Background: an optimization exercise with open tools, aiming at small area, a short achievable clock period and few clock cycles. Do not read the settings as production practice. Only simulation tests tie the RTL to the original design; equivalence was not proved. Power figures rest on the tool's default switching activity, not on a simulated workload.

Design time_ordered_event_queue, start of the top module:
module time_ordered_event_queue #(
  parameter int QUEUE_DEPTH = 64,
  parameter int TIME_BITS   = 40
) (
  input  logic                  clk,
  input  logic                  rst,
  input  logic                    req_valid,
  output logic                    req_ready,
  input  logic                    req_type,
  input  logic [FIELD_TIME_W-1:0] req_event_time,
  input  logic [KIND_W-1:0]       req_event_kind,
  input  logic [IDENT_W-1:0]      req_event_ident,
  input  logic [LINE_W-1:0]       req_line_number,
  output logic                    rsp_valid,
  input  logic                    rsp_ready,
  output logic [STATUS_W-1:0]     rsp_status,
  output logic [FIELD_TIME_W-1:0] rsp_out_time,
  output logic [KIND_W-1:0]       rsp_out_kind,
  output logic [IDENT_W-1:0]      rsp_out_ident,
  output logic [LINE_W-1:0]       rsp_out_line,
  output logic [OCC_W-1:0]        rsp_occupancy,
  input  logic                  psel,
  input  logic                  penable,
  input  logic                  pwrite,
  input  logic [APB_ADDR_W-1:0] paddr,
  input  logic [APB_DATA_W-1:0] pwdata,
  output logic [APB_DATA_W-1:0] prdata,
  output logic                  pready
);
Settings: LEC_CHECK=0, CAP_MARGIN=20, CORE_MARGIN=2, CORE_UTILIZATION=58, CTS_CLUSTER_DIAMETER=100, CTS_CLUSTER_SIZE=24, PLACE_DENSITY=0.68, SETUP_SLACK_MARGIN=3.0, SLEW_MARGIN=20, TNS_END_PERCENT=100; clock period 6.5 ns.
standard.sh (not shown) runs the stock make flow with config.mk's settings and CLKGATE_MAP_FILE= SYNTH_SCRIPT=/design/flow/synth_recipe.tcl, a recipe that flattens the netlist after the stock synthesis.
==> flow/flow/run.sh <==
#!/bin/bash
# The standard layout (standard.sh, with config.mk's settings) plus three
# changes: the APB address and read-data pins sit together on the die's edge
# (io.tcl, read where the floorplan step reads IO_CONSTRAINTS), the port
# buffers are buf_4 cells instead of the delay buffers buffer_ports would pick,
# and the steps estimate wire parasitics with pessimistic layer RC
# (layer_rc.tcl, read in place of the platform's setRC.tcl).
set -euo pipefail
work=$(pwd)
bash standard.sh \
  "IO_CONSTRAINTS=$work/flow/io.tcl" \
  "BUFFER_PORTS_ARGS=-buffer_cell sky130_fd_sc_hd__buf_4" \
  "LAYER_PARASITICS_FILE=$work/flow/layer_rc.tcl" \
  finish > "$work/standard.log" 2>&1
==> flow/flow/io.tcl <==
set_io_pin_constraint -group -order -pin_names {paddr[0] paddr[1] paddr[2] paddr[3] prdata[0] prdata[1] prdata[2] prdata[3] prdata[4] prdata[5] prdata[6] prdata[7] prdata[8] prdata[9] prdata[10] prdata[11] prdata[12] prdata[13] prdata[14] prdata[15] prdata[16] prdata[17] prdata[18] prdata[19] prdata[20] prdata[21] prdata[22] prdata[23] prdata[24] prdata[25] prdata[26] prdata[27] prdata[28] prdata[29] prdata[30] prdata[31] prdata[32] prdata[33] prdata[34] prdata[35] prdata[36] prdata[37] prdata[38] prdata[39]}
==> flow/flow/layer_rc.tcl <==
set_layer_rc -layer li1 -capacitance 1.873750e-04 -resistance 8.970000e-02
set_layer_rc -layer met1 -capacitance 2.154688e-04 -resistance 1.116125e-03
set_layer_rc -layer met2 -capacitance 1.702913e-04 -resistance 1.116125e-03
set_layer_rc -layer met3 -capacitance 2.687025e-04 -resistance 1.958750e-04
set_layer_rc -layer met4 -capacitance 1.851600e-04 -resistance 1.958750e-04
set_layer_rc -layer met5 -capacitance 1.926087e-04 -resistance 2.226250e-05

set_layer_rc -via mcon -resistance 9.249146E-3
set_layer_rc -via via -resistance 4.5E-3
set_layer_rc -via via2 -resistance 3.368786E-3
set_layer_rc -via via3 -resistance 0.376635E-3
set_layer_rc -via via4 -resistance 0.00580E-3

set_wire_rc -signal -layer met1
set_wire_rc -clock -layer met3
Testbench counts at the start, summed over its fixed seeds: cycles 32,024.
Change:
==> flow/flow/run.sh (replaced) <==
#!/bin/bash
# The standard layout (standard.sh, with config.mk's settings) plus two
# changes: the APB address and read-data pins sit together on the die's edge
# (io.tcl, read where the floorplan step reads IO_CONSTRAINTS), and the port
# buffers are buf_4 cells instead of the delay buffers buffer_ports would pick.
set -euo pipefail
work=$(pwd)
bash standard.sh \
  "IO_CONSTRAINTS=$work/flow/io.tcl" \
  "BUFFER_PORTS_ARGS=-buffer_cell sky130_fd_sc_hd__buf_4" \
  finish > "$work/standard.log" 2>&1
--- a/flow/config.mk
+++ b/flow/config.mk
@@ -10 +10 @@
-export CORE_UTILIZATION = 58
+export CORE_UTILIZATION = 50
@@ -12,2 +12,2 @@
-export CTS_CLUSTER_SIZE = 24
-export PLACE_DENSITY = 0.68
+export CTS_CLUSTER_SIZE = 20
+export PLACE_DENSITY = 0.6
removed: flow/flow/layer_rc.tcl
Result: The new run completed with no timing, DRC or antenna violations. Setup slack got worse by 0.21 ns. Total power grows by 4.3%. Design area goes up by 0.70%. Worst hold slack gains 0.039 ns. Global-route usage goes down by 1.1 points. Wire length went up by 13%.
Change:
==> flow/flow/run.sh (replaced) <==
#!/bin/bash
# The standard layout (standard.sh, with config.mk's settings) plus three
# changes: the APB address and read-data pins sit together on the die's edge
# (io.tcl, read where the floorplan step reads IO_CONSTRAINTS), the port
# buffers are buf_4 cells instead of the delay buffers buffer_ports would pick,
# and the steps estimate wire parasitics with pessimistic layer RC
# (layer_rc.tcl, read in place of the platform's setRC.tcl).
set -euo pipefail
work=$(pwd)
bash standard.sh \
  "IO_CONSTRAINTS=$work/flow/io.tcl" \
  "BUFFER_PORTS_ARGS=-buffer_cell sky130_fd_sc_hd__buf_4" \
  "LAYER_PARASITICS_FILE=$work/flow/layer_rc.tcl" \
  finish > "$work/standard.log" 2>&1
==> flow/flow/layer_rc.tcl (new file) <==
set_layer_rc -layer li1 -capacitance 2.248500e-04 -resistance 1.076400e-01
set_layer_rc -layer met1 -capacitance 2.585625e-04 -resistance 1.339350e-03
set_layer_rc -layer met2 -capacitance 2.043495e-04 -resistance 1.339350e-03
set_layer_rc -layer met3 -capacitance 3.224430e-04 -resistance 2.350500e-04
set_layer_rc -layer met4 -capacitance 2.221920e-04 -resistance 2.350500e-04
set_layer_rc -layer met5 -capacitance 2.311305e-04 -resistance 2.671500e-05

set_layer_rc -via mcon -resistance 9.249146E-3
set_layer_rc -via via -resistance 4.5E-3
set_layer_rc -via via2 -resistance 3.368786E-3
set_layer_rc -via via3 -resistance 0.376635E-3
set_layer_rc -via via4 -resistance 0.00580E-3

set_wire_rc -signal -layer met1
set_wire_rc -clock -layer met3
--- a/flow/config.mk
+++ b/flow/config.mk
@@ -10 +10 @@
-export CORE_UTILIZATION = 50
+export CORE_UTILIZATION = 55
@@ -12,2 +12,2 @@
-export CTS_CLUSTER_SIZE = 20
-export PLACE_DENSITY = 0.6
+export CTS_CLUSTER_SIZE = 24
+export PLACE_DENSITY = 0.65
What happened:
- hold slack degrades by 0.041 ns
- power goes down by 3.5%
- sequential power drops by about 2%
- final cell count is lower by 0.84%
- setup slack gains 0.045 ns
- via count shrinks by 1.4%
- utilization went up by 6.1 points
- routed wire length is lower by 9.4%

[re-timing with driven ports]
No port has a modelled driver above. Below, the same layouts with a new extraction and two added sets of constraints.
Step 1 (the two cells are an assumption about what drives the block):
set clk [get_ports {clk}]
set_driving_cell -lib_cell sky130_fd_sc_hd__clkbuf_16 $clk
set_driving_cell -lib_cell sky130_fd_sc_hd__buf_2 [delete_from_list [all_inputs] $clk]
Step 2 adds t to the input delays and takes it off the output delays; t is the mean of the earliest and latest rising clock arrival at the registers after step 1. Input paths then give back, and output paths get back, about the clock's delay inside the block.
Slacks: no drivers / after step 1 / after step 2; pairs: no drivers / after step 1.
run	t, ns	setup slack, ns	worst setup path after step 2	pins driven straight from the clock port
the first run	1.179	2.933 / 2.891 / 1.929	input to register	1
the second run	1.164	2.722 / 2.831 / 1.667	input to register	1
the third run	1.181	2.766 / 2.718 / 1.805	input to register	1
After both steps every run listed still meets setup and hold. The setup slack of the second run, which loses most, moves by +0.109 ns with the drivers and by -1.055 ns with both steps.
